What follows belongs to an exercise in optimizing a design on an open flow for small area, a short achievable clock period and few clock cycles per item; a production flow would make more cautious choices. The RTL was checked by simulation tests, not by an equivalence proof against the original design.

==> flow/config.mk <==
export PLATFORM = sky130hd
export DESIGN_NAME = range_cone_point_generator
export DESIGN_NICKNAME = range_cone_point_generator
export VERILOG_FILES = /design/flow/design.v
export SDC_FILE = /design/flow/constraint.sdc
export NUM_CORES = 4
export LEC_CHECK = 0
export CAP_MARGIN = 20
export CORE_MARGIN = 2
export CORE_UTILIZATION = 30
export SLEW_MARGIN = 20
==> flow/constraint.sdc <==
create_clock -name core_clock -period 13.0 [get_ports {clk}]
set_input_delay 2.6000 -clock core_clock [delete_from_list [all_inputs] [get_ports {clk}]]
set_output_delay 2.6000 -clock core_clock [all_outputs]
set_load 0.01 [all_outputs]
==> flow/design.v <==
`timescale 1ns / 1ps
`default_nettype none
package rcpg_pkg;
  localparam int CFG_AW = 4;
  localparam int DATA_W = 32;
  localparam logic [1:0] REG_ANGULAR = 2'd0;
  localparam logic [1:0] REG_AXIAL   = 2'd1;
  localparam logic [1:0] REG_LIMIT   = 2'd2;
  localparam logic [3:0]  ANGULAR_RESET = 4'd4;
  localparam logic [3:0]  AXIAL_RESET   = 4'd3;
  localparam logic [15:0] LIMIT_RESET   = 16'hFFFF;
  localparam int COORD_W = 17;
endpackage
`default_nettype wire
`timescale 1ns / 1ps
`default_nettype none
import rcpg_pkg::*;
module range_cone_point_generator #(
  parameter int MAX_ANGULAR = 8,
  parameter int MAX_AXIAL   = 8
) (
  input  wire logic                      clk,
  input  wire logic                      rst,
  input  wire logic                      psel,
  input  wire logic                      penable,
  input  wire logic                      pwrite,
  input  wire logic [CFG_AW-1:0]         paddr,
  input  wire logic [DATA_W-1:0]         pwdata,
  output logic      [DATA_W-1:0]         prdata,
  output logic                           pready,
  input  wire logic                      in_valid,
  output logic                           in_stall,
  input  wire logic [15:0]               distance,
  input  wire logic [15:0]               lower_bound,
  input  wire logic [15:0]               upper_bound,
  input  wire logic [15:0]               cone_width,
  output logic                           out_valid,
  input  wire logic                      out_stall,
  output logic signed [COORD_W-1:0]      point_x,
  output logic signed [COORD_W-1:0]      point_y,
  output logic signed [COORD_W-1:0]      point_z,
  output logic                           last_point
);
  logic [3:0]  angular_count;
  logic [3:0]  axial_count;
  logic [15:0] range_limit;
  logic [1:0]  reg_idx;
  assign pready  = 1'b1;
  assign reg_idx = paddr[CFG_AW-1:2];
  always_ff @(posedge clk) begin
    if (rst) begin
      angular_count <= ANGULAR_RESET;
      axial_count   <= AXIAL_RESET;
      range_limit   <= LIMIT_RESET;
    end else if (psel && penable && pwrite) begin
      case (reg_idx)
        REG_ANGULAR: angular_count <= pwdata[3:0];
        REG_AXIAL:   axial_count   <= pwdata[3:0];
        REG_LIMIT:   range_limit   <= pwdata[15:0];
        default: ;
      endcase
    end
  end
  always_comb begin
    case (reg_idx)
      REG_ANGULAR: prdata = DATA_W'(angular_count);
      REG_AXIAL:   prdata = DATA_W'(axial_count);
      REG_LIMIT:   prdata = DATA_W'(range_limit);
      default:     prdata = '0;
    endcase
  end
  logic [2:0] m1_cfg;
  logic [2:0] nxm1_cfg;
  always_comb begin
    m1_cfg   = (angular_count == 4'd0) ? 3'd0 : angular_count[3] ? 3'd7 : 3'(angular_count - 4'd1);
    nxm1_cfg = (axial_count == 4'd0)   ? 3'd0 : axial_count[3]   ? 3'd7 : 3'(axial_count - 4'd1);
  end
  localparam logic [1:0] ST_IDLE = 2'd0;
  localparam logic [1:0] ST_ONE  = 2'd1;
  localparam logic [1:0] ST_PAIR = 2'd2;
  localparam logic [1:0] ST_PTS  = 2'd3;
  logic [1:0] st;
  logic       adv;        
  logic       acc;        
  logic       reject;
  logic       idle;
  logic [15:0] r;
  logic [15:0] fov;
  logic [2:0]  m1;         
  logic [2:0]  nxm1;       
  assign idle     = (st == ST_IDLE);
  assign in_stall = !idle;
  assign acc      = in_valid && idle;
  assign reject   = (distance < lower_bound) || (distance > upper_bound) ||
                    (distance > range_limit);
  logic [2:0]  slot;       
  logic [1:0]  pidx;       
  logic [15:0] ang_cur;    
  logic [1:0]  npairs_m1;
  assign npairs_m1 = 2'(((4'(m1) + 4'd1) >> 1) - 4'd1);
  logic [2:0] pi, pj;      
  logic       sub;         
  logic       d1v, d2v;
  logic [1:0] d1p, d2p;
  logic       d1sn, d2sn;      
  logic       d1ct, d2ct;      
  logic [1:0] d1ty, d2ty;      
  logic       d1cn, d2cn;      
  logic       d1l, d2l;        
  logic [16:0] xmag [0:3];
  logic        xneg [0:3];
  logic [31:0] rstab [0:3];
  assign adv = !(d2v && out_stall);
  logic [31:0] a_reg, a_nx;
  logic [15:0] b_reg, b_nx;
  logic [47:0] p_reg;
  logic [1:0]  ka_reg, ka_nx, kp_reg;    
  logic [1:0]  pa_reg, pp_reg;
  logic        na_reg, na_nx, np_reg;    
  always_ff @(posedge clk) begin
    if (adv) begin
      a_reg  <= a_nx;
      b_reg  <= b_nx;
      ka_reg <= ka_nx;
      pa_reg <= pidx;
      na_reg <= na_nx;
      p_reg  <= a_reg * b_reg;
      kp_reg <= ka_reg;
      pp_reg <= pa_reg;
      np_reg <= na_reg;
    end
  end
  logic [15:0] ang_src;
  logic [13:0] am;
  logic        aswap;
  logic [13:0] tval;
  logic [1:0]  aq;
  logic [2:0]  tseg;       
  logic [10:0] td;
  assign ang_src = idle ? 16'(({1'b0, cone_width} + 17'd1) >> 1) : ang_cur;
  assign am      = ang_src[13:0];
  assign aq      = ang_src[15:14];
  assign aswap   = am > 14'd8192;
  assign tval    = aswap ? 14'(15'd16384 - {1'b0, am}) : am;
  assign tseg    = tval[13] ? 3'd7 : tval[12:10];
  assign td      = tval[13] ? 11'd1024 : {1'b0, tval[9:0]};
  logic [2:0]  slot_i;
  logic [32:0] hc_c;
  logic [31:0] hprev;
  logic [33:0] apre;
  assign slot_i = idle ? 3'd0 : slot;
  always_comb begin
    case ({slot_i, tseg})
      6'd0: hc_c = 33'd1386134092;
      6'd8: hc_c = 33'd68041226;
      6'd16: hc_c = 33'd0;
      6'd24: hc_c = 33'd1324739172;
      6'd32: hc_c = 33'd1686629847;
      6'd40: hc_c = 33'd10121;
      6'd48: hc_c = 33'd32768;
      6'd56: hc_c = 33'd4295000040;
      6'd1: hc_c = 33'd1364159263;
      6'd9: hc_c = 33'd417687187;
      6'd17: hc_c = 33'd260990625;
      6'd25: hc_c = 33'd1319914278;
      6'd33: hc_c = 33'd1678528357;
      6'd41: hc_c = 33'd330587577;
      6'd49: hc_c = 33'd421012776;
      6'd57: hc_c = 33'd4274318280;
      6'd2: hc_c = 33'd1362052771;
      6'd10: hc_c = 33'd708381218;
      6'd18: hc_c = 33'd515977881;
      6'd26: hc_c = 33'd1301467506;
      6'd34: hc_c = 33'd1654205400;
      6'd42: hc_c = 33'd658002426;
      6'd50: hc_c = 33'd837940457;
      6'd58: hc_c = 33'd4212472444;
      6'd3: hc_c = 33'd1306419575;
      6'd11: hc_c = 33'd910480113;
      6'd19: hc_c = 33'd769749153;
      6'd27: hc_c = 33'd1268337708;
      6'd35: hc_c = 33'd1614007815;
      6'd43: hc_c = 33'd979205882;
      6'd51: hc_c = 33'd1246796336;
      6'd59: hc_c = 33'd4110060353;
      6'd4: hc_c = 33'd1249571932;
      6'd12: hc_c = 33'd1197491579;
      6'd20: hc_c = 33'd1015606912;
      6'd28: hc_c = 33'd1225442098;
      6'd36: hc_c = 33'd1558262975;
      6'd44: hc_c = 33'd1290828905;
      6'd52: hc_c = 33'd1643645727;
      6'd60: hc_c = 33'd3968063811;
      6'd5: hc_c = 33'd1177922052;
      6'd13: hc_c = 33'd1414962917;
      6'd21: hc_c = 33'd1251662505;
      6'd29: hc_c = 33'd1169445318;
      6'd37: hc_c = 33'd1487506765;
      6'd45: hc_c = 33'd1590092810;
      6'd53: hc_c = 33'd2024666303;
      6'd61: hc_c = 33'd3787854553;
      6'd6: hc_c = 33'd1111053014;
      6'd14: hc_c = 33'd1615736195;
      6'd22: hc_c = 33'd1473910112;
      6'd30: hc_c = 33'd1101798369;
      6'd38: hc_c = 33'd1402399748;
      6'd46: hc_c = 33'd1874076254;
      6'd54: hc_c = 33'd2386189015;
      6'd62: hc_c = 33'd3571166750;
      6'd7: hc_c = 33'd1037977206;
      6'd15: hc_c = 33'd1820439145;
      6'd23: hc_c = 33'd1681555711;
      6'd31: hc_c = 33'd1024252471;
      6'd39: hc_c = 33'd1303780342;
      6'd47: hc_c = 33'd2139973468;
      6'd55: hc_c = 33'd2724731733;
      6'd63: hc_c = 33'd3320086712;
      default: hc_c = 33'd0;
    endcase
  end
  always_comb begin
    case (slot_i)
      3'd2:    hprev = 32'(p_reg >> 14);
      3'd3:    hprev = 32'(p_reg >> 16);
      3'd4:    hprev = 32'(p_reg >> 15);
      3'd5:    hprev = 32'(p_reg >> 13);
      3'd6:    hprev = 32'(p_reg >> 12);
      3'd7:    hprev = 32'(p_reg >> 13);
      default: hprev = '0;
    endcase
    if (slot_i == 3'd3 || slot_i == 3'd4 || slot_i == 3'd7) begin
      apre = 34'(hc_c) - 34'(hprev);
    end else begin
      apre = 34'(hc_c) + 34'(hprev);
    end
  end
  logic s_is_c;     
  assign s_is_c = aswap ^ (aq == 2'd1);
  logic [2:0]  drem;       
  logic [15:0] dnum;       
  logic [4:0]  dtrial;
  logic [4:0]  dd1, dd2, dd3;
  logic [1:0]  dq;
  logic [4:0]  dsub;
  logic [2:0]  m1_src;
  logic [3:0]  arem;       
  logic [15:0] qv;
  logic [2:0]  rv;
  logic [3:0]  rstep;
  logic        aborrow;
  assign m1_src = idle ? m1_cfg : m1;
  assign dtrial = idle ? {3'b000, cone_width[15:14]} : {drem, dnum[15:14]};
  assign dd1    = {2'b00, m1_src};
  assign dd2    = {1'b0, m1_src, 1'b0};
  assign dd3    = 5'(dd1 + dd2);
  always_comb begin
    if (dtrial >= dd3) begin
      dq = 2'd3; dsub = dd3;
    end else if (dtrial >= dd2) begin
      dq = 2'd2; dsub = dd2;
    end else if (dtrial >= dd1) begin
      dq = 2'd1; dsub = dd1;
    end else begin
      dq = 2'd0; dsub = '0;
    end
    qv      = (pidx == 2'd0) ? {dnum[13:0], dq} : dnum;
    rv      = (pidx == 2'd0) ? 3'(dtrial - dsub) : drem;
    rstep   = {rv, 1'b0};
    aborrow = arem < rstep;
  end
  logic [3:0] nx;
  logic [3:0] two_i;
  logic [3:0] two_j;
  logic       c_sn, c_ct, c_cn, c_last;
  logic [1:0] c_p, c_ty;
  logic [2:0] ieff;
  logic [15:0] cbm, sbm;
  logic [2:0] ni, nj;
  assign nx    = {1'b0, nxm1} + 4'd1;
  assign two_i = {pi, 1'b0};
  assign two_j = {pj, 1'b0};
  always_comb begin
    c_sn   = two_j < {1'b0, m1};
    c_ct   = two_j == {1'b0, m1};
    c_p    = c_ct ? 2'd3 : c_sn ? 2'(pj) : 2'(m1 - pj);
    c_ty   = (pi == 3'd0) ? 2'd0 : (two_i == nx) ? 2'd1 : 2'd2;
    if (c_ct) c_ty = 2'd0;
    c_cn   = two_i > nx;
    ieff   = (two_i < nx) ? pi : 3'(nx - {1'b0, pi});
    c_last = (pi == nxm1) && (pj == m1);
    if (pj == m1) begin
      ni = pi + 3'd1;
      nj = 3'd0;
    end else begin
      ni = pi;
      nj = pj + 3'd1;
      if ((pi != 3'd0) && ({nj, 1'b0} == {1'b0, m1})) nj = nj + 3'd1;
    end
  end
  always_comb begin
    cbm = 16'd0;
    sbm = 16'd0;
    case ({nxm1, ieff[1:0]})
      {3'd2, 2'd1}: begin sbm = 16'd56757; cbm = 16'd32766; end
      {3'd3, 2'd1}: begin sbm = 16'd46341; cbm = 16'd46341; end
      {3'd4, 2'd1}: begin sbm = 16'd38523; cbm = 16'd53018; end
      {3'd4, 2'd2}: begin sbm = 16'd62328; cbm = 16'd20253; end
      {3'd5, 2'd1}: begin sbm = 16'd32766; cbm = 16'd56757; end
      {3'd5, 2'd2}: begin sbm = 16'd56757; cbm = 16'd32766; end
      {3'd6, 2'd1}: begin sbm = 16'd28434; cbm = 16'd59046; end
      {3'd6, 2'd2}: begin sbm = 16'd51237; cbm = 16'd40862; end
      {3'd6, 2'd3}: begin sbm = 16'd63892; cbm = 16'd14586; end
      {3'd7, 2'd1}: begin sbm = 16'd25080; cbm = 16'd60547; end
      {3'd7, 2'd2}: begin sbm = 16'd46341; cbm = 16'd46341; end
      {3'd7, 2'd3}: begin sbm = 16'd60547; cbm = 16'd25080; end
      default: ;
    endcase
  end
  logic push;      
  logic one;       
  always_comb begin
    a_nx  = '0;
    b_nx  = '0;
    ka_nx = 2'd0;
    na_nx = 1'b0;
    push  = 1'b0;
    one   = 1'b0;
    if (idle || st == ST_PAIR) begin
      if (slot_i <= 3'd5) begin
        a_nx = apre[31:0];
        b_nx = 16'(td);
      end else if (slot_i == 3'd6) begin
        a_nx  = 32'(apre[32:16]);
        b_nx  = r;
        ka_nx = s_is_c ? 2'd1 : 2'd2;
      end else begin
        a_nx  = 32'(apre[32:16]);
        b_nx  = r;
        ka_nx = s_is_c ? 2'd2 : 2'd1;
      end
      na_nx = (aq != 2'd0);
      push = (st == ST_PAIR) && c_sn && (pidx > 2'(pj));
    end else if (st == ST_PTS) begin
      a_nx = rstab[c_p];
      b_nx = sub ? sbm : cbm;
      push = (c_ty != 2'd2) || sub;
    end else begin
      one  = !d1v;
      push = !d1v;
    end
  end
  logic [16:0] y_hold;
  always_ff @(posedge clk) begin
    if (rst) begin
      st  <= ST_IDLE;
      d1v <= 1'b0;
      d2v <= 1'b0;
    end else begin
      if (idle) begin
        if (acc && !reject) begin
          st <= (m1_cfg == 3'd0) ? ST_ONE : ST_PAIR;
        end
      end else if (adv) begin
        if (st == ST_PAIR) begin
          if (slot == 3'd7 && pidx == npairs_m1) st <= ST_PTS;
        end else if (st == ST_PTS) begin
          if (push && c_last) st <= ST_IDLE;
        end else begin
          if (one) st <= ST_IDLE;
        end
      end
      if (adv) begin
        d1v <= push;
        d2v <= d1v;
      end
    end
  end
  always_ff @(posedge clk) begin
    if (idle) begin
      r       <= distance;
      fov     <= cone_width;
      m1      <= m1_cfg;
      nxm1    <= nxm1_cfg;
      slot    <= adv ? 3'd1 : 3'd0;    
      pidx    <= '0;
      ang_cur <= ang_src;
      pi      <= '0;
      pj      <= '0;
      sub     <= 1'b0;
      drem    <= 3'(dtrial - dsub);
      dnum    <= {cone_width[13:0], dq};
      arem    <= cone_width[0] ? 4'd0 : {1'b0, m1_cfg};
    end else if (adv) begin
      if (st == ST_PAIR) begin
        slot <= slot + 3'd1;
        if (slot == 3'd7) begin
          pidx    <= pidx + 2'd1;
          ang_cur <= ang_cur - qv - 16'(aborrow);
          arem    <= 4'(arem - rstep + (aborrow ? {m1, 1'b0} : 4'd0));
        end
        if (pidx == 2'd0 && slot != 3'd0) begin
          drem <= 3'(dtrial - dsub);
          dnum <= {dnum[13:0], dq};
        end
      end
      if (push) begin
        if (c_ty == 2'd2 && !sub) begin
          sub <= 1'b1;
        end else begin
          sub <= 1'b0;
          pi  <= ni;
          pj  <= nj;
        end
      end else if (st == ST_PTS && c_ty == 2'd2) begin
        sub <= 1'b1;
      end
    end
  end
  always_ff @(posedge clk) begin
    if (adv) begin
      if (kp_reg == 2'd1) begin
        xmag[pp_reg] <= 17'(p_reg[32:16] + 17'(p_reg[15]));
        xneg[pp_reg] <= np_reg;
      end else if (st == ST_PAIR && slot == 3'd7 && pidx == npairs_m1 && !m1[0]) begin
        xmag[3] <= {1'b0, r};
        xneg[3] <= 1'b0;
      end else if (one) begin
        xmag[0] <= {1'b0, r};
        xneg[0] <= 1'b0;
      end
      if (kp_reg == 2'd2) begin
        rstab[pp_reg] <= p_reg[31:0];
      end else if (one) begin
        rstab[0] <= '0;
      end
    end
  end
  logic       e_sn, e_ct, e_cn, e_l;
  logic [1:0] e_p, e_ty;
  always_comb begin
    e_p  = c_p;
    e_sn = c_sn;
    e_ct = c_ct;
    e_ty = c_ty;
    e_cn = c_cn;
    e_l  = c_last;
    if (st == ST_ONE) begin
      e_p  = 2'd0;
      e_sn = 1'b0;
      e_ct = 1'b0;
      e_ty = 2'd0;
      e_l  = 1'b1;
    end
  end
  always_ff @(posedge clk) begin
    if (adv) begin
      d1p  <= e_p;
      d1sn <= e_sn;
      d1ct <= e_ct;
      d1ty <= e_ty;
      d1cn <= e_cn;
      d1l  <= e_l;
      d2p  <= d1p;
      d2sn <= d1sn;
      d2ct <= d1ct;
      d2ty <= d1ty;
      d2cn <= d1cn;
      d2l  <= d1l;
      if (d1v && d1ty == 2'd2) y_hold <= 17'(p_reg[47:32] + 17'(p_reg[31]));
    end
  end
  logic [16:0] o_r16;      
  logic [16:0] o_r32;      
  logic [16:0] o_x, o_y, o_z;
  logic [31:0] o_rs;
  assign o_rs  = rstab[d2p];
  assign o_r16 = 17'(o_rs[31:16] + 16'(o_rs[15]));
  assign o_r32 = 17'(p_reg[47:32] + 17'(p_reg[31]));
  always_comb begin
    o_x = xneg[d2p] ? 17'(17'd0 - xmag[d2p]) : xmag[d2p];
    o_y = '0;
    o_z = '0;
    if (!d2ct) begin
      case (d2ty)
        2'd0: o_y = d2sn ? 17'(17'd0 - o_r16) : o_r16;
        2'd1: o_z = d2sn ? 17'(17'd0 - o_r16) : o_r16;
        default: begin
          o_y = (d2sn ^ d2cn) ? 17'(17'd0 - y_hold) : y_hold;
          o_z = d2sn ? 17'(17'd0 - o_r32) : o_r32;
        end
      endcase
    end
  end
  assign out_valid  = d2v;
  assign point_x    = o_x;
  assign point_y    = o_y;
  assign point_z    = o_z;
  assign last_point = d2l;
endmodule
`default_nettype wire
==> flow/run.sh <==
#!/bin/bash
# synth_recipe.tcl (not shown) runs the flow's synth.tcl, then flattens the netlist and writes it again
# the make line also repeats each setting of config.mk as NAME=value (left out here)
make -C /OpenROAD-flow-scripts/flow DESIGN_CONFIG=/design/flow/config.mk WORK_HOME=/design/flow/orfs CLKGATE_MAP_FILE= SYNTH_SCRIPT=/design/flow/synth_recipe.tcl finish
==> flow_results.org <==
** Clock tree
- The H-tree was split into 2 levels.
- Clock tree synthesis selected as its root buffer the cell sky130_fd_sc_hd__clkbuf_16.
- For this design, the CTS-stage hold fixing added 0 buffers.
- Count of buffers added by post-CTS timing repair for setup :: 0
- PostCTS Resize Cnt :: 0
- Clock latency reported for the late side of the worst-skew pair :: 0.62 ns
- The clock passes through at most 3 buffers.
- TritonCTS built the clock tree.
- After clock tree synthesis, the clock-pin slew on the worst setup and hold paths is roughly 0.060 ns.
- Counting every sink on the clock net gives 441.
- Buffers inserted during clock tree synthesis total 52.

** Finish
- The finished cells cover 52000 um2.
- Share of the core filled with cells in the final layout :: between 30 and 40%
- At the end of the flow, the number of nets in the layout was 5886.
- Final Instance Count excl. Fillers :: 7145
- Fraction of layout instances using a drive strength above 1 :: under 10%
- Relative to the synthesized area, the layout overhead comes to 11.5%.
- Max FFs per register :: 128
- Antenna fix cells :: 0

** Yosys
- Sorting the synthesized cells by area gives the leading types as sky130_fd_sc_hd__edfxtp_1 26%, sky130_fd_sc_hd__fa_1 18%, sky130_fd_sc_hd__ha_1 7.9%.
- Cell Area, Synth :: 46700 um2
- Summed over all instances, the cell type with the most area after synthesis is sky130_fd_sc_hd__edfxtp_1.
- Synth Flop Type :: sky130_fd_sc_hd__edfxtp_1
- Mapped Cells :: 5053
- Sequential area share after synthesis :: 27.5%
- FF+latch count, synth :: 441
- Fraction of post-synthesis cell area in the top cell type by area :: 25.7%
- In the synthesized netlist the async set-or-reset flop fraction comes to 0%.
- The synthesized design contains 399 enable-type register cells.
- Average cell area after synthesis :: 9.24 um2
- For this run, the number of Yosys warnings is 1.
- The netlist uses 94 different library cells.

** Timing
- Number of failing setup endpoints in the final timing report :: 0
- Setup total negative slack on the finished layout was measured at 0 ns.
- Unrepaired setup endpoints after global routing :: no
- Slew @ Worst Pin :: 1.11 ns
- Headroom to the max-slew limit came out at 26.3%.
- After layout, the minimum clock period comes to 10.82 ns.
- Clock Skew :: 0.0283 ns
- Max Clk Rate :: just over 90 MHz
- Final Hold Viols :: 0
- Fin crit share :: between 80 and 90%
- The max-slew violation total from the final report is 0.

** Global route
- The number of global-route vias before repair was between 30000 and 40000.
- The first global-routing pass estimated 229000 um of wire.
- Initial antenna violation count :: 1
- Entering global routing, the biggest net connects 72 pins.
- Sum of overflow across all layers after global routing :: 0
- Global routing used around 18% of the available tracks.

** Worst setup path
- The largest single stage delay on the critical path is 0.68 ns.
- Data on the critical path arrives at its endpoint at ~11 ns.
- Data required time of the worst path :: ~13 ns
- Critical Path Fanout Max :: 12
- The largest individual stage delay along the critical path comes from the cell sky130_fd_sc_hd__clkdlybuf4s50_1.
- Endpoint kind of the worst setup timing path :: register
- Kind of critical path :: input pin to register
- The worst setup path is launched from an input pin.

** Floorplan
- The die is 398 um wide.
- Starting density of the core :: 30.3%
- Y dimension of the die :: between 300 and 400 um
- In this run the count of I/O pins placed on the die edge is 194.
- The initialized floorplan defines 144 standard-cell rows.
- Total core area :: 154000 um2
- Die area :: 159000 um2

** Place
- Cell Area, Placed :: roughly 50000 um2
- DP Wirelength :: 115000 um
- Number of port buffers :: 158
- Once placement completed, the tool counted placed cells totaling 7046.
- RD Place Congestion :: 0.946

** Drt
- Detail-routed via count per cell :: around 5.3
- For this run, design rule violations remaining after detail routing come to 0.
- Dividing the detail-routed wire length by the instance count gives between 20 and 25 um.
- The count of nets left with antenna violations once routing finished came out at 0.
- Violation count after the first detailed-route iteration :: 3260
- First-pass iteration count of the detailed router :: 6
- The final layout contains routed wiring with a total length of 149000 um.
- The routed layout has 37600 vias.

** Hold path
- The min-delay analysis places its worst path in the category register to register.

** Job
- Max cap viols :: 0

** Outcome
- The run finished with no timing, DRC or antenna violations.
[area by class of cell]
class | count | area (um2)
Fill cell | 15900 | 102000
Multi-Input combinational cell | 3756 | 30600
Sequential cell | 441 | 12800
Tap cell | 2044 | 2560
Timing Repair Buffer | 236 | 2170
Inverter | 571 | 2150
Clock buffer | 64 | 1390
Clock inverter | 33 | 315
[kinds of logic (layout without fill, tap and decap cells)]
kind of cell,count (synthesis),after routing,synth area share (%)
buffers and inverters,871,904,7.29
adders and majority gates,721,721,26.2
muxes,149,149,4.20
other,2,17,0.0161
xor gates and xnor gates,256,256,4.80
DFF,441,441,27.5
and+or+nand+nor,1586,1586,15.8
AOI/OAI and AO/OA,1027,1027,14.2
[synthesized netlist by cell type (31+ instances only)]
library cell and count:
sky130_fd_sc_hd__a211oi_1 52, sky130_fd_sc_hd__a21o_1 52, sky130_fd_sc_hd__a21oi_1 259, sky130_fd_sc_hd__a22oi_1 38
sky130_fd_sc_hd__a31oi_1 53, sky130_fd_sc_hd__and2_1 230, sky130_fd_sc_hd__clkbuf_1 233, sky130_fd_sc_hd__dfxtp_1 42
sky130_fd_sc_hd__edfxtp_1 399, sky130_fd_sc_hd__fa_1 426, sky130_fd_sc_hd__ha_1 295, sky130_fd_sc_hd__inv_1 567
sky130_fd_sc_hd__mux2_2 35, sky130_fd_sc_hd__mux2i_1 80, sky130_fd_sc_hd__mux4_2 34, sky130_fd_sc_hd__nand2_1 677
sky130_fd_sc_hd__nand2b_1 38, sky130_fd_sc_hd__nand3_1 85, sky130_fd_sc_hd__nor2_1 295, sky130_fd_sc_hd__nor2b_1 59
sky130_fd_sc_hd__nor3_1 51, sky130_fd_sc_hd__o211ai_1 36, sky130_fd_sc_hd__o21a_1 37, sky130_fd_sc_hd__o21ai_0 229
sky130_fd_sc_hd__o22ai_1 50, sky130_fd_sc_hd__or3_1 31, sky130_fd_sc_hd__xnor2_1 155, sky130_fd_sc_hd__xor2_1 101
[worst max-delay path, delay by kind of cell]
family          cells  cell delay (ns)
fa+ha+maj           5             1.65
compound gates     14             3.54
xor+xnor            3             0.63
simple gates        7             1.61
buf+inv             3             1.10
[metrics by stage]
step	hold WS, ns	setup WS [ns]
2_1_floorplan	0.400	4.00
3_3_place_gp	0.404	1.92
3_5_place_dp	0.409	1.84
4_1_cts	0.423	2.41
5_1_grt	0.428	1.61
6_report	0.420	2.18
[path summary, 6_finish.rpt]
check | start | cells past startpoint | slack (ns) | endpoint
worst min-delay path | na_reg$_SDFFCE_PP0N_ | 0 | 0.42 | np_reg$_DFFE_PN_
worst max register to register | st[1]$_SDFFE_PP0P_ | 36 | 3.77 | ang_cur[14]$_DFFE_PP_
worst min register to register | na_reg$_SDFFCE_PP0N_ | 0 | 0.42 | np_reg$_DFFE_PN_
worst max-delay path | cone_width[0] | 32 | 2.18 | a_reg[16]$_DFFE_PN_
[layout by cell type, fill, tap and decap left out, types with 80 or more instances in the layout]
master,n
sky130_fd_sc_hd__nand2_1,675
sky130_fd_sc_hd__o21ai_0,228
sky130_fd_sc_hd__inv_1,566
sky130_fd_sc_hd__nor2_1,290
sky130_fd_sc_hd__mux2i_1,80
sky130_fd_sc_hd__fa_1,426
sky130_fd_sc_hd__edfxtp_1,399
sky130_fd_sc_hd__ha_1,295
sky130_fd_sc_hd__xor2_1,101
sky130_fd_sc_hd__clkdlybuf4s50_1,158
sky130_fd_sc_hd__a21oi_1,258
sky130_fd_sc_hd__xnor2_1,155
sky130_fd_sc_hd__and2_1,230
sky130_fd_sc_hd__nand3_1,85
[metal layers]
| metal | routed length, um | global-route usage [%] |
|---|---|---|
| met1 | 64500 | 24.8 |
| met2 | 69100 | 30.4 |
| met3 | 9350 | 2.59 |
| met4 | 5640 | 6.25 |
| met5 | 0 | 0 |
Testbench counts, summed over its fixed seeds: cycles 17,207, points 6,594.

-- static timing again, ports no longer ideal --
In the flow no input, the clock included, has a driving cell. The finished layout below was timed again as built, in two steps.
Step 1: set_driving_cell puts a clkbuf_16 on clk and a buf_2 on each other input, an assumption about the parent block.
Step 2 times the ports against the registers' clock, not the clock port: input delays grow and output delays shrink by t, the midpoint of the rising clock arrivals with the driver on.
Three values: ideal ports, drivers, drivers and shift; two values: the first two.
shift t [ns]: 0.659
setup slack, ns: 2.178 / 2.206 / 1.546
worst slew at a driven data input, ns: 0.08
After both steps setup and hold are still met in this run. For this run, drivers alone change the setup slack by +0.028 ns; drivers and shift together by -0.632 ns.
